Background: an optimization exercise with open tools, aiming at small area, a short achievable clock period and few clock cycles per item. Do not read the settings as production practice.
At most, simulation tests tie the RTL to the original design; equivalence was not proved.
Only the layout flow was run in runs 6 to 8; the RTL was not checked for function there.

==> flow/design.v, too long to show whole: its modules and the start of the top module <==
// module mdct_resonator_bank: 158 lines
// module mrb_lane: 102 lines
// module mrb_fa: 10 lines
// module mrb_ha: 9 lines
// module mrb_csa: 1463 lines
module mdct_resonator_bank #(
    parameter int DW   = 32,
    parameter int CW   = 16,
    parameter int FRAC = 14,
    parameter int NCH  = 4,
    parameter int SAT  = 1,
    parameter int LW   = 16,
    localparam int CHW = (NCH > 1) ? $clog2(NCH) : 1
) (
    input  logic              clk_in,
    input  logic              rst_sys,
    input  logic              start,
    input  logic              abort,
    input  logic [LW-1:0]     frame_len,
    input  logic [NCH*CW-1:0] coef,
    input  logic [DW-1:0]     init_s1,
    input  logic [DW-1:0]     init_s2,
    input  logic              s_valid,
    output logic              s_ready,
    input  logic [DW-1:0]     s_data,
    output logic              m_valid,
    input  logic              m_ready,
    output logic [DW-1:0]     m_data,
    output logic [CHW-1:0]    m_chan,
    output logic              m_last,
    output logic              busy,
    output logic              done
);
  // ...
==> flow/flow/run.sh <==
#!/bin/bash
# Own layout flow: the standard flow (standard.sh) with two changes.
# 1. After the standard synthesis (unchanged), fapol.py removes the inverters
#    that adder extraction left between full-adder cells, by choosing which
#    full adders compute on complemented signals (a full adder is self-dual).
#    Registers and ports are untouched; the logic function is the same.
# 2. repair_timing is asked for a larger setup margin, so that the layout is
#    timed tighter than the 13 ns constraint demands, and the ports get plain
#    buffers. The SDC is not changed.
set -euo pipefail
source flow/params.sh
R=$PWD/orfs/results/sky130hd/mdct_resonator_bank/base
bash standard.sh synth > synth.log 2>&1
cp $R/1_2_yosys.v $R/1_2_yosys.std.v
python3 flow/fapol.py $R/1_2_yosys.std.v $R/1_2_yosys.fapol.v > fapol.log 2>&1
cp $R/1_2_yosys.fapol.v $R/1_2_yosys.v
rm -f $R/1_synth.odb $R/1_synth.sdc
bash standard.sh SETUP_SLACK_MARGIN=$MARGIN "BUFFER_PORTS_ARGS=-buffer_cell $PORTBUF" finish > standard.log 2>&1
==> flow/flow/fapol.py <==
#!/usr/bin/env python3
"""Inverter clean-up around full adders in a flat gate-level netlist.

Yosys's adder extraction leaves inverters between full-adder cells (a full
adder is extracted with inverted inputs or outputs depending on how the
preceding mapping happened to build it). A full adder is self-dual:
FA(~a, ~b, ~c) = (~s, ~co), so each full adder may instead compute on
complemented inputs and deliver complemented outputs. This script chooses,
by local search, which full adders to complement so that as few signals as
possible need an inverter, then rewires the netlist: each signal gets at
most one inverter, XOR/XNOR loads absorb a polarity change by swapping
XOR2 <-> XNOR2, and the old inverters are removed. Registers, ports and all
other cells are left as they are; the logic function is unchanged.

usage: fapol.py in.v out.v
"""
import re
import sys

OUTPINS = {"X", "Y", "Q", "Q_N", "SUM", "COUT", "HI", "LO"}
INV_RE = re.compile(r"^sky130_fd_sc_hd__(inv|clkinv)_\d+$")
FA_RE = re.compile(r"^sky130_fd_sc_hd__fa_\d+$")
XOR_SWAP = {}
for n in ("1", "2", "4"):
    XOR_SWAP["sky130_fd_sc_hd__xor2_" + n] = "sky130_fd_sc_hd__xnor2_" + n
    XOR_SWAP["sky130_fd_sc_hd__xnor2_" + n] = "sky130_fd_sc_hd__xor2_" + n

src = open(sys.argv[1]).read()
blk_re = re.compile(r"^  (sky130_fd_sc_hd__\w+) (\S+)(\s+)\(\n(.*?)\n  \);\n", re.M | re.S)
pin_re = re.compile(r"^    \.(\w+)\((.*)\),?$", re.M)

insts = []
for m in blk_re.finditer(src):
    pins = pin_re.findall(m.group(4))
    insts.append({"type": m.group(1), "name": m.group(2) + m.group(3), "pins": [list(p) for p in pins],
                  "span": (m.start(), m.end())})

ncells = len(re.findall(r"^  sky130_fd_sc_hd__\w+ ", src, re.M))
assert ncells == len(insts), (ncells, len(insts))

def key(net):
    return net.strip()

driver = {}
loads = {}
for i, ins in enumerate(insts):
    for k, (p, n) in enumerate(ins["pins"]):
        n = key(n)
        if p in OUTPINS:
            driver[n] = (i, k)
        else:
            loads.setdefault(n, []).append((i, k))

# nets that are module ports: never re-polarised, and never stripped
hdr = src[:insts[0]["span"][0]] if insts else src
portnames = set()
for m in re.finditer(r"^\s*(input|output|inout)\s+(\[\d+:\d+\]\s+)?(\S+);", hdr, re.M):
    portnames.add(m.group(3))

def is_port(n):
    return n.split("[")[0] in portnames

def is_inv(i):
    return INV_RE.match(insts[i]["type"]) is not None

def root_of(n):
    par = 0
    seen = 0
    while n in driver and is_inv(driver[n][0]) and seen < 16:
        i, _ = driver[n]
        a = [key(x) for p, x in insts[i]["pins"] if p == "A"][0]
        n = a
        par ^= 1
        seen += 1
    return n, par

# consumers of each root: (inst, pinidx, parity, kind)  kind: fa / xor / fixed
cons = {}
frozen = set()
inv_insts = set()
for i, ins in enumerate(insts):
    if is_inv(i):
        inv_insts.add(i)
        continue
    for k, (p, n) in enumerate(ins["pins"]):
        if p in OUTPINS:
            continue
        n = key(n)
        r, par = root_of(n)
        if FA_RE.match(ins["type"]) and p in ("A", "B", "CIN"):
            kind = "fa"
        elif ins["type"] in XOR_SWAP and p in ("A", "B"):
            kind = "xor"
        else:
            kind = "fixed"
        cons.setdefault(r, []).append((i, k, par, kind))
# inverter outputs that are ports are fixed consumers we cannot rewire: freeze
for i in inv_insts:
    y = [key(x) for p, x in insts[i]["pins"] if p == "Y"][0]
    if is_port(y):
        r, _ = root_of(y)
        frozen.add(r)

fa_list = [i for i, ins in enumerate(insts) if FA_RE.match(ins["type"])]
xd_list = [i for i, ins in enumerate(insts) if ins["type"] in XOR_SWAP]
flip = {i: 0 for i in fa_list + xd_list}
root_fa = {}   # root net -> flippable cell driving it
for i in fa_list:
    for p, n in insts[i]["pins"]:
        if p in ("SUM", "COUT"):
            root_fa[key(n)] = i
for i in xd_list:
    for p, n in insts[i]["pins"]:
        if p in ("X", "Y"):
            root_fa[key(n)] = i

def q(r):
    i = root_fa.get(r)
    return flip[i] if i is not None else 0

def cost(r):
    if r not in cons:
        return 0
    qr = q(r)
    for (i, k, par, kind) in cons[r]:
        if kind == "xor":
            continue
        need = par ^ (flip[i] if kind == "fa" else 0)
        if need != qr:
            return 1
    return 0

def touched(f):
    rs = set()
    isfa = FA_RE.match(insts[f]["type"]) is not None
    for p, n in insts[f]["pins"]:
        n = key(n)
        if p in OUTPINS:
            rs.add(n)
        elif isfa and p in ("A", "B", "CIN"):
            rs.add(root_of(n)[0])
    return rs

def can_flip(f):
    isfa = FA_RE.match(insts[f]["type"]) is not None
    for p, n in insts[f]["pins"]:
        if p in OUTPINS and (key(n) in frozen or is_port(key(n))):
            return False
        if isfa and p in ("A", "B", "CIN") and root_of(key(n))[0] in frozen:
            return False
    return True

import random
rng = random.Random(1)
nodes = [f for f in fa_list + xd_list if can_flip(f)]
touch = {f: touched(f) for f in nodes}
before = sum(cost(r) for r in cons)

def greedy():
    for it in range(100):
        changed = 0
        order = nodes[:]
        rng.shuffle(order)
        for f in order:
            rs = touch[f]
            c0 = sum(cost(r) for r in rs)
            flip[f] ^= 1
            c1 = sum(cost(r) for r in rs)
            if c1 < c0 or (c1 == c0 and rng.random() < 0.3):
                changed += c1 < c0
            else:
                flip[f] ^= 1
        if not changed:
            break

greedy()
best = sum(cost(r) for r in cons)
best_flip = dict(flip)
for rnd in range(300):
    for f in rng.sample(nodes, max(1, len(nodes) // 50)):
        flip[f] ^= 1
    greedy()
    c = sum(cost(r) for r in cons)
    if c <= best:
        best = c
        best_flip = dict(flip)
    else:
        flip.update(best_flip)
flip.update(best_flip)
after = sum(cost(r) for r in cons)

# rewrite
newinv = {}
extra = []
wires = []
def inv_net(r, rnet_text):
    if r not in newinv:
        k = len(newinv)
        nn = "fapol_n%d" % k
        newinv[r] = nn
        wires.append("  wire %s;\n" % nn)
        extra.append("  sky130_fd_sc_hd__inv_1 fapol_i%d (\n    .A(%s),\n    .Y(%s)\n  );\n" % (k, rnet_text, nn))
    return newinv[r]

# original text of each root net (keep escaped-name spacing)
rtext = {}
for i, ins in enumerate(insts):
    for p, n in ins["pins"]:
        rtext.setdefault(key(n), n)

xor_mis = {}
for i in xd_list:
    if flip[i]:
        xor_mis[i] = 1
for r, lst in cons.items():
    if r in frozen:
        continue
    qr = q(r)
    for (i, k, par, kind) in lst:
        p = insts[i]["pins"][k][0]
        if kind == "xor":
            if par != qr:
                xor_mis[i] = xor_mis.get(i, 0) ^ 1
            insts[i]["pins"][k][1] = rtext[r]
            continue
        need = par ^ (flip[i] if kind == "fa" else 0)
        if need == qr:
            insts[i]["pins"][k][1] = rtext[r]
        else:
            insts[i]["pins"][k][1] = inv_net(r, rtext[r])
for i, m in xor_mis.items():
    if m:
        t = insts[i]["type"]
        insts[i]["type"] = XOR_SWAP[t]
        # xor2 drives X, xnor2 drives Y
        for pn in insts[i]["pins"]:
            if pn[0] in ("X", "Y"):
                pn[0] = "Y" if "xnor2" in XOR_SWAP[t] else "X"

# old inverters: drop those whose output no longer has a load
used = set()
for i, ins in enumerate(insts):
    if i in inv_insts:
        continue
    for p, n in ins["pins"]:
        if p not in OUTPINS:
            used.add(key(n))
changed_inv = True
drop = set()
while changed_inv:
    changed_inv = False
    used2 = set(used)
    for i in inv_insts - drop:
        a = [key(x) for p, x in insts[i]["pins"] if p == "A"][0]
        used2.add(a)
    for i in inv_insts - drop:
        y = [key(x) for p, x in insts[i]["pins"] if p == "Y"][0]
        if y not in used2 and not is_port(y):
            drop.add(i)
            changed_inv = True

out = []
pos = 0
for i, ins in enumerate(insts):
    s, e = ins["span"]
    out.append(src[pos:s])
    pos = e
    if i in drop:
        continue
    body = ",\n".join("    .%s(%s)" % (p, n) for p, n in ins["pins"])
    out.append("  %s %s(\n%s\n  );\n" % (ins["type"], ins["name"], body))
tail = src[pos:]
j = tail.rindex("endmodule")
out.append(tail[:j] + "".join(extra) + tail[j:])
text = "".join(out)
# declare new wires right after the module header
h = text.index(");\n") + 3
text = text[:h] + "".join(wires) + text[h:]
open(sys.argv[2], "w").write(text)
sys.stderr.write("fapol: %d full adders, %d flipped, signals needing an inverter %d -> %d, "
                 "inverters removed %d, added %d\n"
                 % (len(fa_list), sum(flip.values()), before, after, len(drop), len(newinv)))
==> flow/flow/params.sh <==
MARGIN=9.15
PORTBUF=sky130_fd_sc_hd__buf_1
==> flow/standard.sh <==
#!/bin/bash
# synth_recipe.tcl (not shown) runs the flow's synth.tcl, then flattens the netlist and writes it again
# the make line also repeats each setting of config.mk as NAME=value (left out here)
make -C /OpenROAD-flow-scripts/flow DESIGN_CONFIG=/design/flow/config.mk WORK_HOME=/design/flow/orfs CLKGATE_MAP_FILE= SYNTH_SCRIPT=/design/flow/synth_recipe.tcl "${@:-finish}"
==> flow/config.mk <==
export PLATFORM = sky130hd
export DESIGN_NAME = mdct_resonator_bank
export DESIGN_NICKNAME = mdct_resonator_bank
export VERILOG_FILES = /design/flow/design.v
export SDC_FILE = /design/flow/constraint.sdc
export NUM_CORES = 4
export LEC_CHECK = 0
export CAP_MARGIN = 20
export CORE_MARGIN = 2
export CORE_UTILIZATION = 70
export CTS_BUF_LIST = sky130_fd_sc_hd__clkbuf_8 sky130_fd_sc_hd__clkbuf_16
export CTS_CLUSTER_DIAMETER = 80
export CTS_CLUSTER_SIZE = 20
export SLEW_MARGIN = 20
==> flow/constraint.sdc <==
create_clock -name core_clock -period 13.0 [get_ports {clk_in}]
set_input_delay 2.6000 -clock core_clock [delete_from_list [all_inputs] [get_ports {clk_in}]]
set_output_delay 2.6000 -clock core_clock [all_outputs]
set_load 0.01 [all_outputs]
==> flow_summary.yaml, run 1 <==
setup_path:
  timing.critical_path.cells: "buf_12 > nand2_8 > a21oi_4 > o22ai_4 > nor2_4 > nor2_4 > buf_12 > buf_12 > buf_4 > mux4_2 > a22oi_2 > nand2_1"
  worstRegToRegCells: 7
  critical_path_class: "in -> reg"
routing:
  wl_met1_um: 48000
  drc: 0
min_path:
  hold_path_end: "done$_DFF_PP0_"
logic_synthesis:
  avgSynthCellArea_um2: 10.9
sta:
  rsz0062_at_grt: "true"
  tightest_slew_ns: 1.20
  fin_crit_ns: 3.93
layout:
  multi_input_area_mm2: 0.0291
  fin_cells: 4853
  diodes: 2
  seq_area_mm2: 0.0129
  seq_share_pct: 27.4
  n_all_buffers: 344
  drive_above_1_share_pct: 8.87
place:
  dp_hpwl_um: 96200
  gp_congestion: 1.00
cts:
  cts_setup_buffers: 16
  clkTransAtPathRegs_ns: 0.09
  cts_resized: 101
  cts_buffer_depth: 3
  clk_latency_ns: 0.59
floorplan:
  io_pins: 221
  rows: 91
grt:
  track_usage_pct: 43.2
  grt_max_degree: 196
  antenna_found_initial: 8
run_status:
  status: "no timing/DRC/antenna violations"
Testbench counts, summed over its fixed seeds: cycles 9,680, samples 4,452.
==> run 2, diff against run 1 <==
--- a/flow/config.mk
+++ b/flow/config.mk
@@ -13,2 +13,3 @@
 export CTS_CLUSTER_SIZE = 20
 export SLEW_MARGIN = 20
+export TNS_END_PERCENT = 50
==> flow_summary.yaml, run 2 <==
run_status:
  status: "no timing/DRC/antenna violations"
setup_path:
  worst_ep_required_time_ns: 13.54
  cp_max_fo: 19
  end_kind: "flip-flop"
  cp-start-kind: "input port"
  crit_arrival_ns: 4.52
  critical_path_class: "in -> reg"
floorplan:
  rows: 91
  die_y_um: 254
  start_util_pct: 70.8
  core_mm2: 0.0616
  io_pins: 221
  dieArea_mm2: 0.0643
  fp.dieW_um: 254
place:
  gp_congestion: 0.999
  post-place-cells: 4755
  dp_hpwl_um: 96300
  port_buffers: 220
cts:
  clk_latency_ns: 0.60
  h-tree-depth: 2
  cts_buffer_depth: 3
  clock-sinks: 478
  cts-root-buf: "clkbuf_16"
  cts_buffers: 34
  cts_tree: "done"
  clkTransAtPathRegs_ns: 0.09
sta:
  tns_ns: 0
  fin_crit_ns: 3.99
  period_share_pct: 30.7
  tightest_slew_ns: 1.15
  fmax_mhz: 251
  fin_worst_skew_ns: 0.0542
  maxSlewViolCount: 0
  finalSetupViolCount: 0
  relSlewSlack_pct: 23.5
  final_hold_viol_count: 0
  rsz0062_at_grt: "true"
routing:
  drt_pass1_iterations: 7
  via_per_inst: 7.09
  drt_first_iter_violations: 4942
  wirelength_um: 139000
  drc: 0
  routedWlPerCell_um: 28.6
  vias: 34500
  final_antenna_net_count: 0
logic_synthesis:
  avgSynthCellArea_um2: 10.9
  ys_warn_count: 4
  syn_area_mm2: 0.0436
  synth_nets: 4868
  syn_inst: 4001
layout:
  fill_cells: 4113
  fin_cells: 4864
  final_common_cell: "fa_1"
  syn2layout_area_growth_pct: 8.21
  drive_above_1_share_pct: 8.80
  fin_nets: 4866
  layout_common_cells: "fa_1 (508), a22oi_1 (505), xnor2_1 (505), edfxtp_1 (315), buf_1 (219)"
grt:
  antenna_found_initial: 8
  gr-total-overflow: 0
  track_usage_pct: 43.0
  grt_pass1_wl_um: 207000
  grt_pass1_vias: 35200
  grt_max_degree: 103
flow_run:
  drv_cap: 0
min_path:
  hold_path_class: "reg -> reg"
==> run 2: what timing repair did <==
action,4_1_cts,5_1_grt
setup buffers,13,17
cloned,6,9
pin swaps,14,28
setup endpoints to repair,180,160
hold buffers,0,0
endpoints found under the hold margin,0,0
gates resized for setup,75,128
==> run 2: metal layers <==
| layer | up-vias | global-route usage, % | routed length, um | share of wire, % |
|---|---|---|---|---|
| met2 | 2812 | 67.2 | 63000 | 45 |
| li1 | 14100 | - | - | - |
| met1 | 16900 | 55.4 | 47500 | 34 |
| met5 | - | 0.386 | 90 | 0.065 |
| met4 | 10 | 24.4 | 9840 | 7.1 |
| met3 | 590 | 10.2 | 18900 | 14 |
==> run 2: per-stage QoR <==
stage	hold slack, ns	worst slack (ns)	utilization (%)	cell area, um2
floorplan	0.496	8.74	-	43600
global placement	0.526	7.90	72.5	44700
detailed placement	0.546	7.79	72.5	44700
CTS	0.558	8.89	75.2	46300
global route	0.582	8.97	76.6	47200
finish	0.565	9.01	76.6	47200
==> run 2: path summary, 6_finish.rpt <==
path                                  startpoint                   to  slack, ns  cells past startpoint
setup / recovery                         m_ready   m_data[12]$_DFF_P_       9.01                     13
hold / removal               u_l1.r1[18]$_DFF_P_  u_l1.r1[18]$_DFF_P_       0.57                      2
setup reg to reg           u_l0.pcin_q$_DFFE_PP_   m_data[23]$_DFF_P_       9.08                     10
hold reg to reg              u_l1.r1[18]$_DFF_P_  u_l1.r1[18]$_DFF_P_       0.57                      2
max in group asynchronous                rst_sys        adv$_DFF_PP0_      10.58                      2
min in group asynchronous                rst_sys       busy$_DFF_PP0_       2.01                      2
==> run 2: cell type report <==
cell class / instances / area (um2) / share of cell area, %
repair buffers: 353 / 2360 / 5.00
clock buffers: 36 / 901 / 1.91
well taps: 837 / 1050 / 2.22
clock inverters: 24 / 196 / 0.416
multi-input cells: 2955 / 29100 / 61.7
diodes: 4 / 10.0 / 0.0212
flip-flops and latches: 478 / 12900 / 27.3
inverters: 177 / 672 / 1.42
==> run 2: worst max-delay path: stages <==
cell and delay, ns:
buf_8 0.08, nand2_4 0.05, a21oi_4 0.18, o22ai_4 0.11, nor2_4 0.18, nor2_4 0.06
buf_12 0.16, buf_4 0.15, clkbuf_16 0.19, o211ai_1 0.20, nand2_1 0.09, a211o_1 0.30
a21oi_1 0.14
==> run 3, diff against run 2 <==
==> flow/flow/params.sh (replaced) <==
MARGIN=9.3
PORTBUF=sky130_fd_sc_hd__buf_1
==> flow_summary.yaml, run 3 <==
cts:
  cts-root-buf: "clkbuf_16"
  h-tree-depth: 2
  cts-hold-fix-buffers: 0
  clock-sinks: 478
  cts_buffers: 34
  clkTransAtPathRegs_ns: 0.09
  cts_tree: "done"
  clk_latency_ns: 0.60
  cts_buffer_depth: 3
sta:
  finalSetupViolCount: 0
  tns_ns: 0
  period_share_pct: 30.9
  fmax_mhz: 249
  tightest_slew_ns: 1.17
  fin_ws_ns: 8.99
  fin_worst_skew_ns: 0.0522
  hold_slack_ns: 0.579
  maxSlewViolCount: 0
  fin_crit_ns: 4.01
  rsz0062_at_grt: "true"
  final_hold_viol_count: 0
  relSlewSlack_pct: 21.8
floorplan:
  dieArea_mm2: 0.0643
  die_y_um: 254
  start_util_pct: 70.8
  core_mm2: 0.0616
  io_pins: 221
  rows: 91
  fp.dieW_um: 254
place:
  dp_hpwl_um: 96300
  pre_cts_ws_ns: 7.79
  gp_congestion: 0.999
  port_buffers: 220
routing:
  vias: 35100
  drc: 0
  drt_first_iter_violations: 5369
  via_per_inst: 7.17
  routedWlPerCell_um: 29.3
  final_antenna_net_count: 0
  drt_pass1_iterations: 7
  wirelength_um: 143000
grt:
  antenna_found_initial: 10
  gr-total-overflow: 0
  grt_pass1_vias: 35500
  grt_max_degree: 103
  grt_pass1_wl_um: 211000
  track_usage_pct: 43.9
setup_path:
  cp_max_fo: 5
  critical_path_class: "in -> reg"
  worst_ep_required_time_ns: 13.42
  cp-start-kind: "input port"
  crit_arrival_ns: 4.43
  end_kind: "flip-flop"
layout:
  fin_nets: 4890
  fill_cells: 3963
  syn2layout_area_growth_pct: 10.3
  final_common_cell: "fa_1"
  multi_input_area_mm2: 0.0293
  drive_above_1_share_pct: 10.6
  layout_common_cells: "fa_1 (506), xnor2_1 (501), a22oi_1 (499), edfxtp_1 (315), buf_1 (217)"
  seq_area_mm2: 0.0130
logic_synthesis:
  syn_area_mm2: 0.0436
  synth_nets: 4868
  ys_warn_count: 4
  avgSynthCellArea_um2: 10.9
  syn_inst: 4001
run_status:
  status: "no timing/DRC/antenna violations"
min_path:
  hold_path_class: "reg -> reg"
flow_run:
  drv_cap: 0
run 3: what timing repair did:
action | CTS | global route
pin swaps | 62 | 45
gates cloned | 16 | 8
endpoints found under the setup margin | 228 | 199
gates resized for setup | 172 | 178
buffers inserted | 21 | 24
run 3: path summary, 6_finish.rpt:
path	endpoint	cells past startpoint	startpoint	slack, ns
min reg2reg	u_l1.r1[18]$_DFF_P_	2	u_l1.r1[18]$_DFF_P_	0.58
min	u_l1.r1[18]$_DFF_P_	2	u_l1.r1[18]$_DFF_P_	0.58
max in group asynchronous	adv$_DFF_PP0_	2	rst_sys	10.58
min in group asynchronous	busy$_DFF_PP0_	2	rst_sys	2.00
max	m_data[6]$_DFF_P_	14	m_ready	8.99
max reg2reg	m_data[26]$_DFF_P_	11	u_l0.pc_q[14]$_DFFE_PP_	9.23
run 3: per-layer routing:
| metal | track usage [%] | share of wire [%] |
|---|---|---|
| met5 | 0.386 | 0.065 |
| met4 | 25.3 | 7.4 |
| met3 | 11.1 | 14 |
| met2 | 67.9 | 45 |
| met1 | 56.5 | 34 |
run 3: critical path, cell delays in order:
cell       delay, ns
buf_8           0.09
nand2_4         0.06
a21oi_4         0.18
o22ai_4         0.10
nor2_4          0.16
nor2_4          0.07
buf_12          0.15
buf_8           0.13
buf_12          0.12
buf_16          0.14
a211oi_2        0.22
a31oi_1         0.06
a21oi_1         0.20
o2111ai_1       0.12
run 3: metrics by stage:
stage | utilization (%) | instances | area, um2
2_1_floorplan | - | 4001 | 43600
3_3_place_gp | 72.5 | 4755 | 44700
3_5_place_dp | 72.5 | 4755 | 44700
4_1_cts | 76.3 | 4852 | 47000
5_1_grt | 78.1 | 4884 | 48100
6_report | 78.1 | 4889 | 48100
run 3: layout make-up:
cell class | instances | area share (%)
tap | 837 | 2.18
clock buffer | 36 | 1.87
clock inverter | 24 | 0.408
multi-input combinational | 2956 | 60.9
antenna | 5 | 0.0260
inverter | 177 | 1.40
timing repair buffer | 376 | 6.23
sequential | 478 | 26.9
==> run 4, diff against run 3 <==
==> flow/flow/params.sh (replaced) <==
MARGIN=9.15
PORTBUF=sky130_fd_sc_hd__buf_1
--- a/flow/config.mk
+++ b/flow/config.mk
@@ -8,8 +8,7 @@
 export CAP_MARGIN = 20
 export CORE_MARGIN = 2
-export CORE_UTILIZATION = 70
+export CORE_UTILIZATION = 75
 export CTS_BUF_LIST = sky130_fd_sc_hd__clkbuf_8 sky130_fd_sc_hd__clkbuf_16
 export CTS_CLUSTER_DIAMETER = 80
 export CTS_CLUSTER_SIZE = 20
 export SLEW_MARGIN = 20
-export TNS_END_PERCENT = 50
==> flow_summary.yaml, run 4 <==
layout:
  syn2layout_area_growth_pct: 8.73
  fill_cells: 3272
  drive_above_1_share_pct: 9.40
  seq_area_mm2: 0.0129
  fin_nets: 4874
  fin_cells: 4804
  fin_area_mm2: 0.0474
  layout_common_cells: "a22oi_1 (509), fa_1 (509), xnor2_1 (505), edfxtp_1 (315), buf_1 (219)"
  multi_input_area_mm2: 0.0291
cts:
  cts_tree: "done"
  cts-hold-fix-buffers: 0
  cts_buffers: 35
  cts-root-buf: "clkbuf_16"
  clock-sinks: 478
  h-tree-depth: 2
  clkTransAtPathRegs_ns: 0.09
  cts_buffer_depth: 3
  clk_latency_ns: 0.61
grt:
  gr-total-overflow: 0
  grt_pass1_vias: 35700
  track_usage_pct: 45.5
  grt_max_degree: 92
  antenna_found_initial: 9
  grt_pass1_wl_um: 207000
setup_path:
  cp-start-kind: "input port"
  timing.critical_path.buf_inv: 3
  cp_max_fo: 6
  end_kind: "flip-flop"
  worst_ep_required_time_ns: 13.49
  path_common_cell: "buf_12"
  critPathTopFamily: "multiplexers"
  crit_arrival_ns: 4.50
  timing.critical_path.cells: "buf_12 > nand2_8 > a21oi_4 > o22ai_2 > nor2_2 > nor2_4 > buf_12 > buf_12 > mux4_2 > nand2_2 > o21ai_1 > mux2_4"
  cp_slowest_cell: "mux4_2"
  critical_path_class: "in -> reg"
  slowest_delay_ns: 0.52
sta:
  finalSetupViolCount: 0
  maxSlewViolCount: 0
  fin_crit_ns: 4.01
  tightest_slew_ns: 1.08
  final_hold_viol_count: 0
  fin_worst_skew_ns: 0.0365
  tns_ns: 0
  rsz0062_at_grt: "true"
  hold_slack_ns: 0.542
  period_share_pct: 30.9
  fmax_mhz: 249
  relSlewSlack_pct: 27.9
place:
  gp_congestion: 1.01
  dp_hpwl_um: 96000
  dpl_cell_area_mm2: 0.0446
  post-place-cells: 4677
  port_buffers: 220
floorplan:
  io_pins: 221
  fp.dieW_um: 245
  rows: 88
  start_util_pct: 75.7
  dieArea_mm2: 0.0601
  die_y_um: 245
  core_mm2: 0.0576
routing:
  wirelength_um: 140000
  drt_first_iter_violations: 5507
  final_antenna_net_count: 0
  drc: 0
  vias: 35000
  drt_pass1_iterations: 9
  via_per_inst: 7.29
  routedWlPerCell_um: 29.0
logic_synthesis:
  ys_warn_count: 4
  syn_area_mm2: 0.0436
  syn_inst: 4001
  avgSynthCellArea_um2: 10.9
  synth_nets: 4868
min_path:
  hold_path_class: "reg -> reg"
flow_run:
  drv_cap: 0
run_status:
  status: "no timing/DRC/antenna violations"
run 4: final timing paths:
| path | endpoint | slack (ns) | depth (start not counted) | from |
|---|---|---|---|---|
| max | m_data[31]$_DFF_P_ | 8.99 | 12 | m_ready |
| min | u_l1.r1[15]$_DFF_P_ | 0.54 | 2 | u_l1.r1[15]$_DFF_P_ |
| max reg2reg | u_l0.pc_q[14]$_DFFE_PP_ | 9.11 | 7 | u_l0.r1[26]$_DFF_P_ |
| min reg2reg | u_l1.r1[15]$_DFF_P_ | 0.54 | 2 | u_l1.r1[15]$_DFF_P_ |
| max in group asynchronous | adv$_DFF_PP0_ | 10.59 | 2 | rst_sys |
| min in group asynchronous | s_ready$_DFF_PP0_ | 2.00 | 2 | rst_sys |
run 4: stage by stage:
stage	setup slack (ns)	util, %
finish	8.99	82.3
global route	8.93	82.3
CTS	9.07	80.3
detailed placement	7.33	77.5
global placement	7.39	77.5
floorplan	8.85	-
run 4: metal layers:
layer  vias to the layer above  track usage (%)  wire length [um]
met1                     17000             59.0             46100
met2                      3070             69.9             62300
li1                      14200                -                 -
met4                         8             27.0             11100
met5                         -                0                48
met3                       769             11.3             19900
run 4: tightest hold or removal path, delay by kind of cell (launching register included):
family / cells / cell delay (ns)
AOI/OAI and AO/OA: 1 / 0.08
and+or+nand+nor: 1 / 0.07
DFF: 1 / 0.34
run 4: area by class of cell:
type,count,share of cell area (%)
diodes,5,0.0264
clock buffers,39,2.01
clock inverters,25,0.465
inverters,177,1.42
multi-input cells,2954,61.4
flip-flops and latches,478,27.3
well taps,765,2.02
repair buffers,361,5.38
run 4: timing repair:
action                                  4_1_cts  5_1_grt
pin swaps                                    14       50
setup buffers                                10       29
gates cloned                                  5       14
endpoints found under the setup margin      178      127
resized for setup                            83      133
==> run 5, diff against run 4 <==
--- a/flow/config.mk
+++ b/flow/config.mk
@@ -8,5 +8,5 @@
 export CAP_MARGIN = 20
 export CORE_MARGIN = 2
-export CORE_UTILIZATION = 75
+export CORE_UTILIZATION = 65
 export CTS_BUF_LIST = sky130_fd_sc_hd__clkbuf_8 sky130_fd_sc_hd__clkbuf_16
 export CTS_CLUSTER_DIAMETER = 80
==> flow_summary.yaml, run 5 <==
run_status:
  status: "no timing/DRC/antenna violations"
floorplan:
  core_mm2: 0.0661
  io_pins: 221
  die_y_um: 263
  start_util_pct: 65.9
  dieArea_mm2: 0.0691
  fp.dieW_um: 263
  rows: 94
min_path:
  hold_path_class: "reg -> reg"
  hold_path.startpoint: "u_l1.r1[11]$_DFF_P_"
  min_path_cells: 2
  hold_path_end: "u_l1.r1[11]$_DFF_P_"
routing:
  routedWlPerCell_um: 28.5
  drc: 0
  drt_pass1_iterations: 9
  via_per_inst: 7.00
  drt_first_iter_violations: 4611
  wirelength_um: 139000
  final_antenna_net_count: 0
  vias: 34200
place:
  dp_hpwl_um: 97400
  post-place-cells: 4779
  port_buffers: 220
  pre_cts_ws_ns: 7.30
  gp_congestion: 0.964
setup_path:
  r2r-start: "u_l1.r1[31]$_DFF_P_"
  critical_path_class: "in -> reg"
  timing.critical_path.cells: "buf_12 > nand2_8 > a21oi_4 > o22ai_4 > nor2_4 > nor2_4 > buf_12 > buf_12 > buf_12 > buf_16 > nand2_1 > a21oi_1 > a221oi_1 > o21ai_1 > a211o_1"
  path_common_cell: "buf_12"
  rr_endpoint: "u_l1.pc_q[20]$_DFFE_PP_"
  cp_max_fo: 5
  cp_slowest_cell: "a211o_1"
  crit_arrival_ns: 4.50
  end_kind: "flip-flop"
  slowest_delay_ns: 0.23
  cp-start-kind: "input port"
  worstRegToRegCells: 9
  rrSetupSlack_ns: 9.15
  worst_ep_required_time_ns: 13.50
logic_synthesis:
  syn_inst: 4001
  syn_area_mm2: 0.0436
  avgSynthCellArea_um2: 10.9
  synth_nets: 4868
  ys_warn_count: 4
cts:
  clk_latency_ns: 0.60
  clkTransAtPathRegs_ns: 0.09
  cts-root-buf: "clkbuf_16"
  h-tree-depth: 2
  cts_buffers: 34
  cts_tree: "done"
  cts-hold-fix-buffers: 0
  cts_buffer_depth: 3
  clock-sinks: 478
sta:
  finalSetupViolCount: 0
  period_share_pct: 30.8
  maxSlewViolCount: 0
  rsz0062_at_grt: "true"
  tightest_slew_ns: 1.13
  relSlewSlack_pct: 24.4
  fin_ws_ns: 9.00
  final_hold_viol_count: 0
  tns_ns: 0
  fin_worst_skew_ns: 0.0411
  fmax_mhz: 250
  fin_crit_ns: 4.00
layout:
  final_core_util_pct: 71.6
  final_common_cell: "fa_1"
  seq_area_mm2: 0.0129
  layout_common_cells: "fa_1 (510), a22oi_1 (504), xnor2_1 (504), edfxtp_1 (315), buf_1 (219)"
  fin_cells: 4887
  multi_input_area_mm2: 0.0291
  fin_nets: 4859
  fill_cells: 4764
  syn2layout_area_growth_pct: 8.51
  drive_above_1_share_pct: 8.94
grt:
  grt_pass1_wl_um: 209000
  grt_max_degree: 87
  gr-total-overflow: 0
  grt_pass1_vias: 34900
  antenna_found_initial: 11
  track_usage_pct: 39.8
flow_run:
  drv_cap: 0
run 5: metrics by stage:
stage	cell area [um2]	hold slack [ns]
6_report	47300	0.540
5_1_grt	47300	0.580
4_1_cts	46600	0.536
3_5_place_dp	44800	0.524
3_3_place_gp	44800	0.510
2_1_floorplan	43800	0.496
run 5: final cells by class:
class                           count  area share, %
Antenna cell                        6         0.0317
Clock buffer                       35           1.83
Clock inverter                     26          0.495
Inverter                          177           1.42
Multi-Input combinational cell   2954           61.5
Sequential cell                   478           27.3
Tap cell                          864           2.29
Timing Repair Buffer              347           5.07
run 5: timing repair:
| action | 4_1_cts | 5_1_grt |
|---|---|---|
| buffers inserted | 12 | 13 |
| cloned | 11 | 5 |
| gates resized for setup | 96 | 122 |
| pin swaps | 21 | 47 |
| endpoints found under the setup margin | 184 | 127 |
run 5: worst max-delay path, delay by kind of cell:
kind,cells,cell delay [ns]
AO/OA/AOI/OAI,6,0.90
buffers and inverters,5,0.64
AND/OR/NAND/NOR,4,0.34
run 5: how the worst max path moves through the flow:
stage	startpoint	end	slack (ns)	cells past startpoint
2_1_floorplan	m_ready	m_data[10]$_DFF_P_	8.85	9
3_3_place_gp	m_ready	m_data[31]$_DFF_P_	7.39	9
3_5_place_dp	m_ready	m_data[31]$_DFF_P_	7.30	9
4_1_cts	u_l0.r1[31]$_DFF_P_	u_l0.pc_q[20]$_DFFE_PP_	8.98	9
5_1_grt	m_ready	m_data[1]$_DFF_P_	8.92	13
6_report	m_ready	m_data[28]$_DFF_P_	9.00	15
run 5: per-layer routing:
metal  up-vias  part of all wire [%]  global-route usage [%]  routed length, um
li1      14100                     -                       -                  -
met4         8                   5.7                    18.1               7940
met1     17100                    36                    53.2              50400
met2      2527                    46                    63.3              63800
met3       494                    12                    7.81              16900
met5         -                 0.032                       0                 44
==> module mdct_resonator_bank, before the edit <==
module mdct_resonator_bank #(
    parameter int DW   = 32,
    parameter int CW   = 16,
    parameter int FRAC = 14,
    parameter int NCH  = 4,
    parameter int SAT  = 1,
    parameter int LW   = 16,
    localparam int CHW = (NCH > 1) ? $clog2(NCH) : 1
) (
    input  logic              clk_in,
    input  logic              rst_sys,
    input  logic              start,
    input  logic              abort,
    input  logic [LW-1:0]     frame_len,
    input  logic [NCH*CW-1:0] coef,
    input  logic [DW-1:0]     init_s1,
    input  logic [DW-1:0]     init_s2,
    input  logic              s_valid,
    output logic              s_ready,
    input  logic [DW-1:0]     s_data,
    output logic              m_valid,
    input  logic              m_ready,
    output logic [DW-1:0]     m_data,
    output logic [CHW-1:0]    m_chan,
    output logic              m_last,
    output logic              busy,
    output logic              done
);
    localparam logic [2:0] S_IDLE  = 3'd0;
    localparam logic [2:0] S_P0F   = 3'd1;
    localparam logic [2:0] S_P0    = 3'd2;
    localparam logic [2:0] S_WAIT  = 3'd3;
    localparam logic [2:0] S_P1    = 3'd4;
    localparam logic [2:0] S_FLUSH = 3'd5;
    localparam logic [2:0] S_DRAIN = 3'd6;
    localparam logic [2:0] S_WAITF = 3'd7;
    logic [2:0]  state, state_nx;
    logic [15:0] cnt;
    logic        lastf;
    logic        zlen;
    logic [1:0]  rix, rix_nx;
    logic        take_s, take_m, lastf_nx;
    assign lastf_nx = take_s ? (cnt == 16'd1) : lastf;
    logic        st_idle, st_p0f, st_p0, st_wait, st_p1, st_flush, st_drain, st_waitf;
    assign st_idle  = (state == S_IDLE);
    assign st_p0f   = (state == S_P0F);
    assign st_p0    = (state == S_P0);
    assign st_wait  = (state == S_WAIT);
    assign st_p1    = (state == S_P1);
    assign st_flush = (state == S_FLUSH);
    assign st_drain = (state == S_DRAIN);
    assign st_waitf = (state == S_WAITF);
    assign take_s = s_ready & s_valid & ~abort;
    assign take_m = m_valid & m_ready & ~abort;
    logic        adv, ld_y, nxt_b, idle_q, flush_q, drain_q, xen, ld_r1, hold_r1;
    always_ff @(posedge clk_in or posedge rst_sys) begin
        if (rst_sys) begin
            adv     <= 1'b0;
            ld_y    <= 1'b0;
            nxt_b   <= 1'b0;
            idle_q  <= 1'b1;
            flush_q <= 1'b0;
            drain_q <= 1'b0;
            ld_r1   <= 1'b0;
            hold_r1 <= 1'b0;
        end else begin
            ld_r1   <= (state_nx == S_P0) || (state_nx == S_P1) || (state_nx == S_FLUSH);
            hold_r1 <= !((state_nx == S_P0) || (state_nx == S_P1) || (state_nx == S_FLUSH) || (state_nx == S_IDLE));
            adv     <= (state_nx == S_P0F) || (state_nx == S_P0) || (state_nx == S_P1) || (state_nx == S_FLUSH);
            ld_y    <= (state_nx == S_P0) || (state_nx == S_P1) || (state_nx == S_FLUSH);
            nxt_b   <= (state_nx == S_P0F) || (state_nx == S_P0);
            idle_q  <= (state_nx == S_IDLE);
            flush_q <= (state_nx == S_FLUSH);
            drain_q <= (state_nx == S_DRAIN);
        end
    end
    always_ff @(posedge clk_in)
        xen <= (state_nx == S_WAITF) || (state_nx == S_WAIT) || ((state_nx == S_P1) && !lastf_nx);
    logic signed [31:0] x_reg;
    always_ff @(posedge clk_in) begin
        if (xen)
            x_reg <= s_data;
    end
    logic [31:0] y0, y1, r1_0, r1_1, d1_0, d1_1;
    mrb_lane u_l0 (
        .clk(clk_in), .rst(rst_sys), .idle(idle_q), .adv(adv), .ld_y(ld_y), .ld_r1(ld_r1), .hold_r1(hold_r1), .nxt_b(nxt_b),
        .ca(coef[15:0]), .cb(coef[31:16]), .init_s1(init_s1), .init_s2(init_s2),
        .x(x_reg), .y(y0), .r1(r1_0), .d1(d1_0)
    );
    mrb_lane u_l1 (
        .clk(clk_in), .rst(rst_sys), .idle(idle_q), .adv(adv), .ld_y(ld_y), .ld_r1(ld_r1), .hold_r1(hold_r1), .nxt_b(nxt_b),
        .ca(coef[47:32]), .cb(coef[63:48]), .init_s1(init_s1), .init_s2(init_s2),
        .x(x_reg), .y(y1), .r1(r1_1), .d1(d1_1)
    );
    always_comb begin
        state_nx = state;
        rix_nx   = rix;
        case (state)
            S_IDLE:  if (start) state_nx = (frame_len == 16'd0) ? S_DRAIN : S_WAITF;
            S_WAITF: if (s_valid) state_nx = S_P0F;
            S_P0F,
            S_P0:    state_nx = S_P1;
            S_WAIT:  if (s_valid) state_nx = S_P0;
            S_P1:    state_nx = lastf ? S_FLUSH : (s_valid ? S_P0 : S_WAIT);
            S_FLUSH: state_nx = S_DRAIN;
            S_DRAIN: if (m_ready && rix == 2'd3) state_nx = S_IDLE;
            default: state_nx = S_IDLE;
        endcase
        if (st_idle || st_p1)
            rix_nx = 2'd0;
        else if (m_ready && (st_flush || st_drain))
            rix_nx = rix + 2'd1;
        if (abort)
            state_nx = S_IDLE;
    end
    always_ff @(posedge clk_in or posedge rst_sys) begin
        if (rst_sys) begin
            state   <= S_IDLE;
            s_ready <= 1'b0;
            m_valid <= 1'b0;
            busy    <= 1'b0;
            done    <= 1'b0;
        end else begin
            state   <= state_nx;
            s_ready <= (state_nx == S_WAITF) || (state_nx == S_WAIT) || ((state_nx == S_P1) && !lastf_nx);
            m_valid <= (state_nx == S_FLUSH) || (state_nx == S_DRAIN);
            busy    <= (state_nx != S_IDLE);
            done    <= st_drain && take_m && (rix == 2'd3);
        end
    end
    always_ff @(posedge clk_in) begin
        rix    <= rix_nx;
        m_chan <= rix_nx;
        m_last <= (rix_nx == 2'd3);
        lastf <= lastf_nx;
        if (idle_q) begin
            cnt  <= frame_len;
            zlen <= (frame_len == 16'd0);
        end else if (take_s) begin
            cnt  <= cnt - 16'd1;
        end
    end
    always_ff @(posedge clk_in) begin
        if (idle_q)
            m_data <= init_s1;
        else if (drain_q) begin
            case (rix_nx)
                2'd0:    m_data <= zlen ? r1_0 : d1_0;
                2'd1:    m_data <= r1_0;
                2'd2:    m_data <= zlen ? r1_1 : d1_1;
                default: m_data <= r1_1;
            endcase
        end else if (flush_q && !m_ready)
            m_data <= r1_0;
        else
            m_data <= y0;
    end
endmodule
==> run 6, diff against run 5 <==
--- a/flow/design.v
+++ b/flow/design.v
@@ -141,19 +141,22 @@
         end
     end
-    always_ff @(posedge clk_in) begin
+    logic [31:0] md_other;
+    logic        md_y0;
+    always_comb begin
         if (idle_q)
-            m_data <= init_s1;
+            md_other = init_s1;
         else if (drain_q) begin
             case (rix_nx)
-                2'd0:    m_data <= zlen ? r1_0 : d1_0;
-                2'd1:    m_data <= r1_0;
-                2'd2:    m_data <= zlen ? r1_1 : d1_1;
-                default: m_data <= r1_1;
+                2'd0:    md_other = zlen ? r1_0 : d1_0;
+                2'd1:    md_other = r1_0;
+                2'd2:    md_other = zlen ? r1_1 : d1_1;
+                default: md_other = r1_1;
             endcase
-        end else if (flush_q && !m_ready)
-            m_data <= r1_0;
-        else
-            m_data <= y0;
+        end else
+            md_other = r1_0;
     end
+    assign md_y0 = ~idle_q & ~drain_q & ~(flush_q & ~m_ready);
+    always_ff @(posedge clk_in)
+        m_data <= md_y0 ? y0 : md_other;
 endmodule
 module mrb_lane (
--- a/flow/config.mk
+++ b/flow/config.mk
@@ -8,5 +8,5 @@
 export CAP_MARGIN = 20
 export CORE_MARGIN = 2
-export CORE_UTILIZATION = 65
+export CORE_UTILIZATION = 70
 export CTS_BUF_LIST = sky130_fd_sc_hd__clkbuf_8 sky130_fd_sc_hd__clkbuf_16
 export CTS_CLUSTER_DIAMETER = 80
==> flow_summary.yaml, run 6 <==
sta:
  relSlewSlack_pct: 24.0
  maxSlewViolCount: 0
  tns_ns: 0
  fmax_mhz: 250
  rsz0062_at_grt: "true"
  fin_worst_skew_ns: 0.0273
  period_share_pct: 30.7
  finalSetupViolCount: 0
  final_hold_viol_count: 0
  tightest_slew_ns: 1.14
  fin_crit_ns: 4.00
setup_path:
  cp_max_fo: 8
  critical_path_class: "in -> reg"
  r2r-start: "u_l0.r1[20]$_DFF_P_"
  end_kind: "flip-flop"
  critPathLaunch: "m_ready"
  worstRegToRegCells: 8
  cp-start-kind: "input port"
  crit_arrival_ns: 4.48
  rrSetupSlack_ns: 9.13
  worst_ep_required_time_ns: 13.48
  rr_endpoint: "u_l0.pc_q[7]$_DFFE_PP_"
min_path:
  min_path_cells: 1
  hold_path_class: "reg -> reg"
  hold_path.startpoint: "u_l1.d1[30]$_DFFE_PP_"
  hold_path_end: "u_l1.nd2[30]$_DFFE_PP_"
logic_synthesis:
  syn_area_mm2: 0.0441
  syn_inst: 4097
  synth_nets: 4964
  ys_warn_count: 4
  avgSynthCellArea_um2: 10.8
routing:
  drt_pass1_iterations: 7
  via_per_inst: 7.29
  drt_first_iter_violations: 5935
  vias: 36200
  drc: 0
  final_antenna_net_count: 0
  routedWlPerCell_um: 30.6
  wirelength_um: 152000
floorplan:
  rows: 92
  io_pins: 221
  fp.dieW_um: 255
  die_y_um: 255
  core_mm2: 0.0627
  start_util_pct: 70.3
  dieArea_mm2: 0.0650
flow_run:
  drv_cap: 0
layout:
  fill_cells: 4224
  layout_common_cells: "a22oi_1 (551), fa_1 (510), xnor2_1 (507), edfxtp_1 (315), buf_1 (217)"
  fin_nets: 4957
  final_common_cell: "a22oi_1"
  multi_input_area_mm2: 0.0294
  drive_above_1_share_pct: 8.70
  seq_area_mm2: 0.0129
  syn2layout_area_growth_pct: 8.13
  fin_cells: 4964
grt:
  grt_pass1_wl_um: 223000
  grt_max_degree: 89
  track_usage_pct: 46.2
  antenna_found_initial: 6
  grt_pass1_vias: 36500
  gr-total-overflow: 0
cts:
  cts_buffer_depth: 3
  clk_latency_ns: 0.60
  clock-sinks: 478
  cts-root-buf: "clkbuf_16"
  cts_tree: "done"
  cts_buffers: 36
  clkTransAtPathRegs_ns: 0.09
  h-tree-depth: 2
place:
  dp_hpwl_um: 104000
  gp_congestion: 1.00
  post-place-cells: 4855
  port_buffers: 220
run_status:
  status: "no timing/DRC/antenna violations"
## run 6: worst max path at each step
stage / to / cells past startpoint
after floorplan: m_data[27]$_DFF_P_ / 10
after global placement: m_data[30]$_DFF_P_ / 11
after detailed placement: m_data[30]$_DFF_P_ / 11
after CTS: m_data[30]$_DFF_P_ / 11
after global routing: m_data[7]$_DFF_P_ / 11
final: m_data[7]$_DFF_P_ / 11
## run 6: through the flow
stage | cell area (um2) | hold WS, ns | setup WS, ns | utilization (%)
finish | 47700 | 0.596 | 9.00 | 76.0
global route | 47700 | 0.618 | 8.97 | 76.0
CTS | 47100 | 0.594 | 9.06 | 75.1
detailed placement | 45400 | 0.582 | 7.21 | 72.3
global placement | 45300 | 0.541 | 7.31 | 72.3
floorplan | 44300 | 0.496 | 8.77 | -
## run 6: repair_timing
action | in CTS | in global routing
gates resized for setup | 109 | 94
hold buffers | 0 | 0
pin swaps | 31 | 37
cloned | 3 | 6
buffers inserted | 19 | 15
endpoints found under the setup margin | 215 | 108
## run 6: critical path, stage by stage
cell and delay, ns:
buf_12 0.09, nand2_8 0.06, or3_1 0.36, o211ai_1 0.15, buf_6 0.16, clkinvlp_4 0.12, buf_12 0.18, o21ai_4 0.25
a21oi_1 0.15, a221oi_2 0.29, nor2_1 0.06
## run 6: final cells by class
| class | instances | share of cell area (%) |
|---|---|---|
| Timing Repair Buffer | 368 | 5.04 |
| Tap cell | 846 | 2.22 |
| Antenna cell | 1 | 0.00525 |
| Clock buffer | 38 | 1.99 |
| Multi-Input combinational cell | 3018 | 61.7 |
| Clock inverter | 27 | 0.483 |
| Sequential cell | 478 | 27.1 |
| Inverter | 188 | 1.50 |
## run 6: layer usage
| metal | GRT usage [%] | up-vias | share of wire (%) |
|---|---|---|---|
| li1 | - | 14600 | - |
| met1 | 61.7 | 17500 | 34 |
| met2 | 66.6 | 3300 | 42 |
| met3 | 12.1 | 762 | 15 |
| met4 | 31.1 | 8 | 8.3 |
| met5 | 0.602 | - | 0.030 |
==> run 7, diff against run 6 <==
--- a/flow/design.v
+++ b/flow/design.v
@@ -141,22 +141,26 @@
         end
     end
-    logic [31:0] md_other;
-    logic        md_y0;
+    logic [31:0] src0, src1, src2, src3, md_a, md_b, md_ao, md_bo;
+    assign src0 = zlen ? r1_0 : d1_0;
+    assign src1 = r1_0;
+    assign src2 = zlen ? r1_1 : d1_1;
+    assign src3 = r1_1;
     always_comb begin
-        if (idle_q)
-            md_other = init_s1;
-        else if (drain_q) begin
-            case (rix_nx)
-                2'd0:    md_other = zlen ? r1_0 : d1_0;
-                2'd1:    md_other = r1_0;
-                2'd2:    md_other = zlen ? r1_1 : d1_1;
-                default: md_other = r1_1;
-            endcase
-        end else
-            md_other = r1_0;
+        case (rix)
+            2'd0:    begin md_bo = src0; md_ao = src1; end
+            2'd1:    begin md_bo = src1; md_ao = src2; end
+            2'd2:    begin md_bo = src2; md_ao = src3; end
+            default: begin md_bo = src3; md_ao = src3; end
+        endcase
+        if (idle_q) begin
+            md_ao = init_s1;
+            md_bo = init_s1;
+        end else if (flush_q)
+            md_bo = r1_0;
     end
-    assign md_y0 = ~idle_q & ~drain_q & ~(flush_q & ~m_ready);
+    assign md_a = (idle_q | drain_q) ? md_ao : y0;
+    assign md_b = (idle_q | drain_q | flush_q) ? md_bo : y0;
     always_ff @(posedge clk_in)
-        m_data <= md_y0 ? y0 : md_other;
+        m_data <= m_ready ? md_a : md_b;
 endmodule
 module mrb_lane (
==> flow_summary.yaml, run 7 <==
run_status:
  status: "no timing/DRC/antenna violations"
sta:
  maxSlewViolCount: 0
  fmax_mhz: 258
  rsz0062_at_grt: "true"
  final_hold_viol_count: 0
  fin_crit_ns: 3.87
  relSlewSlack_pct: 20.9
  fin_worst_skew_ns: 0.0240
  tns_ns: 0
  finalSetupViolCount: 0
  tightest_slew_ns: 1.19
  period_share_pct: 29.8
setup_path:
  rr_endpoint: "u_l0.pc_q[17]$_DFFE_PP_"
  slowest_delay_ns: 0.48
  worstRegToRegCells: 8
  end_kind: "output pin"
  timing.critical_path.cells: "buf_1"
  cp_max_fo: 1
  worst_ep_required_time_ns: 10.40
  cp-start-kind: "flip-flop"
  r2r-start: "u_l0.r1[29]$_DFF_P_"
  crit_arrival_ns: 1.27
  cp_slowest_cell: "dfxtp_1"
  rrSetupSlack_ns: 9.18
  timing.critical_path.buf_inv: 1
  critPathTopFamily: "flip-flops"
  critical_path_class: "reg -> out"
routing:
  via_per_inst: 7.17
  routedWlPerCell_um: 28.7
  wirelength_um: 150000
  drc: 0
  vias: 37500
  drt_pass1_iterations: 14
  final_antenna_net_count: 0
  drt_first_iter_violations: 5785
floorplan:
  dieArea_mm2: 0.0671
  io_pins: 221
  core_mm2: 0.0643
  rows: 93
  start_util_pct: 70.7
  fp.dieW_um: 259
  die_y_um: 259
place:
  port_buffers: 220
  dp_hpwl_um: 103000
  gp_congestion: 0.999
layout:
  final_core_util_pct: 76.3
  multi_input_area_mm2: 0.0306
  fill_cells: 4485
  syn2layout_area_growth_pct: 7.87
  fin_nets: 5218
  drive_above_1_share_pct: 7.57
  layout_common_cells: "a22oi_1 (553), fa_1 (507), xnor2_1 (499), edfxtp_1 (315), o21ai_0 (223)"
  seq_area_mm2: 0.0129
  final_common_cell: "a22oi_1"
grt:
  grt_max_degree: 90
  gr-total-overflow: 0
  track_usage_pct: 43.5
  grt_pass1_wl_um: 221000
  antenna_found_initial: 16
  grt_pass1_vias: 36200
cts:
  clk_latency_ns: 0.60
  clock-sinks: 478
  h-tree-depth: 2
  cts_buffers: 36
  cts-root-buf: "clkbuf_16"
  cts_buffer_depth: 3
  clkTransAtPathRegs_ns: 0.08
  cts_tree: "done"
  cts-hold-fix-buffers: 0
logic_synthesis:
  syn_area_mm2: 0.0455
  synth_nets: 5228
  syn_inst: 4357
  avgSynthCellArea_um2: 10.4
  ys_warn_count: 4
min_path:
  hold_path_end: "u_l0.nd2[2]$_DFFE_PP_"
  min_path_cells: 1
  hold_path_class: "reg -> reg"
  hold_path.startpoint: "u_l0.d1[2]$_DFFE_PP_"
flow_run:
  drv_cap: 0
==> run 7: per-stage QoR <==
step | setup WS, ns | hold WS (ns) | instance area (um2) | cells
2_1_floorplan | 9.14 | 0.491 | 45600 | 4357
3_3_place_gp | 8.27 | 0.563 | 46900 | 5136
3_5_place_dp | 8.24 | 0.566 | 46900 | 5136
4_1_cts | 9.15 | 0.582 | 48300 | 5203
5_1_grt | 9.09 | 0.588 | 49100 | 5226
6_report | 9.13 | 0.584 | 49100 | 5233
==> run 7: final cells by class <==
class / instances / share of cell area (%)
Antenna cell: 7 / 0.0357
Clock buffer: 39 / 1.96
Clock inverter: 23 / 0.395
Inverter: 206 / 1.57
Multi-Input combinational cell: 3248 / 62.3
Sequential cell: 478 / 26.2
Tap cell: 855 / 2.18
Timing Repair Buffer: 377 / 5.30
==> run 7: routing by layer <==
layer / global-route usage [%] / up-vias / wire length, um
met5: 0 / - / 146
met4: 28.2 / 24 / 11800
met3: 11.2 / 647 / 21100
met2: 63.8 / 3137 / 64700
met1: 57.8 / 18200 / 52600
li1: - / 15500 / -
==> run 7: worst max-delay path by stage <==
stage | start | to | slack [ns] | cells past startpoint
floorplan | frame_len[14] | adv$_DFF_PP0_ | 9.14 | 7
global placement | m_ready | s_ready$_DFF_PP0_ | 8.27 | 9
CTS | u_l0.r1[6]$_DFF_P_ | u_l0.pcin_q$_DFFE_PP_ | 9.15 | 11
detailed placement | m_ready | s_ready$_DFF_PP0_ | 8.24 | 9
global route | u_l1.pcin_q$_DFFE_PP_ | u_l1.r1[8]$_DFF_P_ | 9.09 | 11
finish | m_data[13]$_DFF_P_ | m_data[13] | 9.13 | 1
==> run 7: timing repair <==
action | in CTS | in global routing
resized for setup | 61 | 119
pin swaps | 2 | 17
endpoints found under the setup margin | 197 | 107
gates cloned | 3 | 10
buffers inserted | 2 | 13
==> run 7: worst reg2reg max path, delay by kind of cell, from the launching register on <==
kind	cells	cell delay [ns]
flops	1	0.54
buf+inv	1	0.31
fa+ha+maj	5	2.43
compound gates	1	0.12
xor+xnor	1	0.17
==> run 8, diff against run 7 <==
==> flow/flow/params.sh (replaced) <==
MARGIN=9.25
PORTBUF=sky130_fd_sc_hd__buf_1
==> flow_summary.yaml, run 8 <==
place:
  port_buffers: 220
  dpl_cell_area_mm2: 0.0469
  gp_congestion: 0.954
  dp_hpwl_um: 101000
floorplan:
  core_mm2: 0.0643
  start_util_pct: 70.7
  dieArea_mm2: 0.0671
  die_y_um: 259
  rows: 93
  io_pins: 221
  fp.dieW_um: 259
cts:
  cts_tree: "done"
  cts_buffers: 36
  clk_latency_ns: 0.61
  cts_buffer_depth: 3
  cts-root-buf: "clkbuf_16"
  h-tree-depth: 2
  clkTransAtPathRegs_ns: 0.08
  clock-sinks: 478
  cts-hold-fix-buffers: 0
layout:
  fill_cells: 4415
  fin_area_mm2: 0.0497
  drive_above_1_share_pct: 9.68
  final_common_cell: "a22oi_1"
  syn2layout_area_growth_pct: 9.13
  fin_nets: 5226
  layout_common_cells: "a22oi_1 (536), fa_1 (497), xnor2_1 (495), edfxtp_1 (315), o21ai_0 (222)"
  seq_area_mm2: 0.0129
  multi_input_area_mm2: 0.0308
sta:
  fin_worst_skew_ns: 0.0288
  rsz0062_at_grt: "true"
  relSlewSlack_pct: 27.6
  tightest_slew_ns: 1.08
  maxSlewViolCount: 0
  fmax_mhz: 263
  finalSetupViolCount: 0
  period_share_pct: 29.2
  fin_crit_ns: 3.80
  final_hold_viol_count: 0
  tns_ns: 0
setup_path:
  critPathTopFamily: "adder cells"
  path_common_cell: "fa_1"
  worst_ep_required_time_ns: 13.32
  critical_path_class: "reg -> reg"
  worstRegToRegCells: 9
  timing.critical_path.cells: "buf_4 > bufbuf_16 > a22oi_2 > xnor2_1 > fa_1 > fa_1 > fa_1 > fa_1 > fa_1"
  rrSetupSlack_ns: 9.20
  cp-start-kind: "flip-flop"
  end_kind: "flip-flop"
  crit_arrival_ns: 4.12
  timing.critical_path.buf_inv: 2
  slowest_delay_ns: 0.52
  rr_endpoint: "u_l0.pc_q[6]$_DFFE_PP_"
  r2r-start: "u_l0.one[0]$_DFF_P_"
  cp_max_fo: 16
  cp_slowest_cell: "fa_1"
logic_synthesis:
  synth_nets: 5228
  syn_inst: 4357
  avgSynthCellArea_um2: 10.4
  syn_area_mm2: 0.0455
  ys_warn_count: 4
routing:
  vias: 37200
  final_antenna_net_count: 0
  routedWlPerCell_um: 27.9
  drc: 0
  drt_pass1_iterations: 10
  via_per_inst: 7.10
  drt_first_iter_violations: 5877
  wirelength_um: 146000
min_path:
  hold_path_class: "reg -> reg"
  min_path_cells: 2
  hold_path_end: "u_l1.r1[27]$_DFF_P_"
  hold_path.startpoint: "u_l1.r1[27]$_DFF_P_"
grt:
  gr-total-overflow: 0
  antenna_found_initial: 13
  track_usage_pct: 42.3
  grt_max_degree: 178
  grt_pass1_vias: 35700
  grt_pass1_wl_um: 216000
run_status:
  status: "no timing/DRC/antenna violations"
flow_run:
  drv_cap: 0
run 8: cell types whose count changed in the layout (fill, tap and decap cells not counted), moves of 6 or more:
| cell | before | now |
|---|---|---|
| dfxtp_1 | 112 | 94 |
| a22oi_1 | 553 | 536 |
| buf_1 | 218 | 188 |
| clkbuf_2 | 1 | 9 |
| dfxtp_2 | 23 | 37 |
| buf_8 | 5 | 12 |
| buf_4 | 89 | 82 |
| a22oi_2 | 4 | 21 |
| fa_2 | 3 | 13 |
| buf_12 | 20 | 26 |
| buf_2 | 0 | 21 |
| fa_1 | 507 | 497 |
run 8: repair_timing:
item / 4_1_cts / 5_1_grt
gates cloned: 5 / 11
resized for setup: 121 / 168
pin swaps: 13 / 28
setup buffers: 6 / 18
setup endpoints to repair: 157 / 150
run 8: cell type report:
type	instances	area share, %
Antenna cell	5	0.0252
Clock buffer	39	1.96
Clock inverter	25	0.453
Inverter	206	1.56
Multi-Input combinational cell	3248	62.0
Sequential cell	478	26.0
Tap cell	855	2.15
Timing Repair Buffer	385	5.82
run 8: per-stage QoR:
| step | setup WS, ns | instances | util, % | hold slack, ns |
|---|---|---|---|---|
| after floorplan | 9.16 | 4357 | - | 0.501 |
| after global placement | 8.45 | 5132 | 72.8 | 0.480 |
| after detailed placement | 8.41 | 5132 | 72.8 | 0.495 |
| after CTS | 9.05 | 5207 | 75.5 | 0.512 |
| after global routing | 9.13 | 5236 | 77.2 | 0.577 |
| final | 9.20 | 5241 | 77.2 | 0.515 |
run 8: how the worst max path moves through the flow:
stage,from,endpoint,slack (ns),cells after the start
after floorplan,frame_len[14],adv$_DFF_PP0_,9.16,7
after global placement,m_ready,m_data[31]$_DFF_P_,8.45,6
after detailed placement,m_ready,m_data[31]$_DFF_P_,8.41,6
after CTS,u_l1.pcin_q$_DFFE_PP_,u_l1.r1[30]$_DFF_P_,9.05,12
after global routing,u_l0.one[0]$_DFF_P_,u_l0.pc_q[6]$_DFFE_PP_,9.13,9
final,u_l0.one[0]$_DFF_P_,u_l0.pc_q[6]$_DFFE_PP_,9.20,9
run 8: per-layer routing:
layer,vias to the layer above,GRT usage [%],share of wire [%]
li1,15500,-,-
met1,18000,57.5,35
met2,3059,61.7,43
met3,603,8.86,14
met4,20,28.0,8.2
met5,-,0,0.088
run 8: worst min-delay path, stage by stage (launching register included):
cell and delay (ns):
dfxtp_1 0.33, nand2_1 0.06, o2111ai_1 0.09

-- port drivers added, routing unchanged --
The flow's constraints put no driver on any port. The routed layouts listed below were extracted and timed again, unchanged, in two steps.
Step 1, drivers: a clkbuf_16 drives clk_in and a buf_2 each remaining input, both assumed.
Step 2, shift: input delay + t, output delay - t, t = (earliest + latest rising clock arrival at the registers) / 2. This alone moves slack from input paths to output paths.
a / b / c = ideal / step 1 / step 2; a / b = the first two.
run	shift t [ns]	setup slack, ns	worst register clock-pin slew, ns	worst slew at a driven data input, ns	cell pins on the clock port's net
run 1	0.640	9.071 / 9.092 / 8.452	0.09 / 0.09	0.16	1
run 2	0.643	9.014 / 9.026 / 8.383	0.09 / 0.09	0.15	1
run 3	0.655	8.988 / 9.011 / 8.356	0.09 / 0.09	0.16	1
run 4	0.649	8.988 / 8.999 / 8.349	0.09 / 0.09	0.15	1
run 5	0.651	9.001 / 9.008 / 8.357	0.09 / 0.09	0.17	1
run 6	0.655	9.004 / 8.985 / 8.359	0.09 / 0.09	0.11	1
run 7	0.662	9.130 / 9.059 / 8.651	0.09 / 0.09	0.16	1
run 8	0.658	9.204 / 9.172 / 8.687	0.09 / 0.09	0.15	1
After both steps setup and hold are still met in every run listed. The setup slack of run 6, which loses most, moves by -0.019 ns with the drivers and by -0.645 ns with both steps.
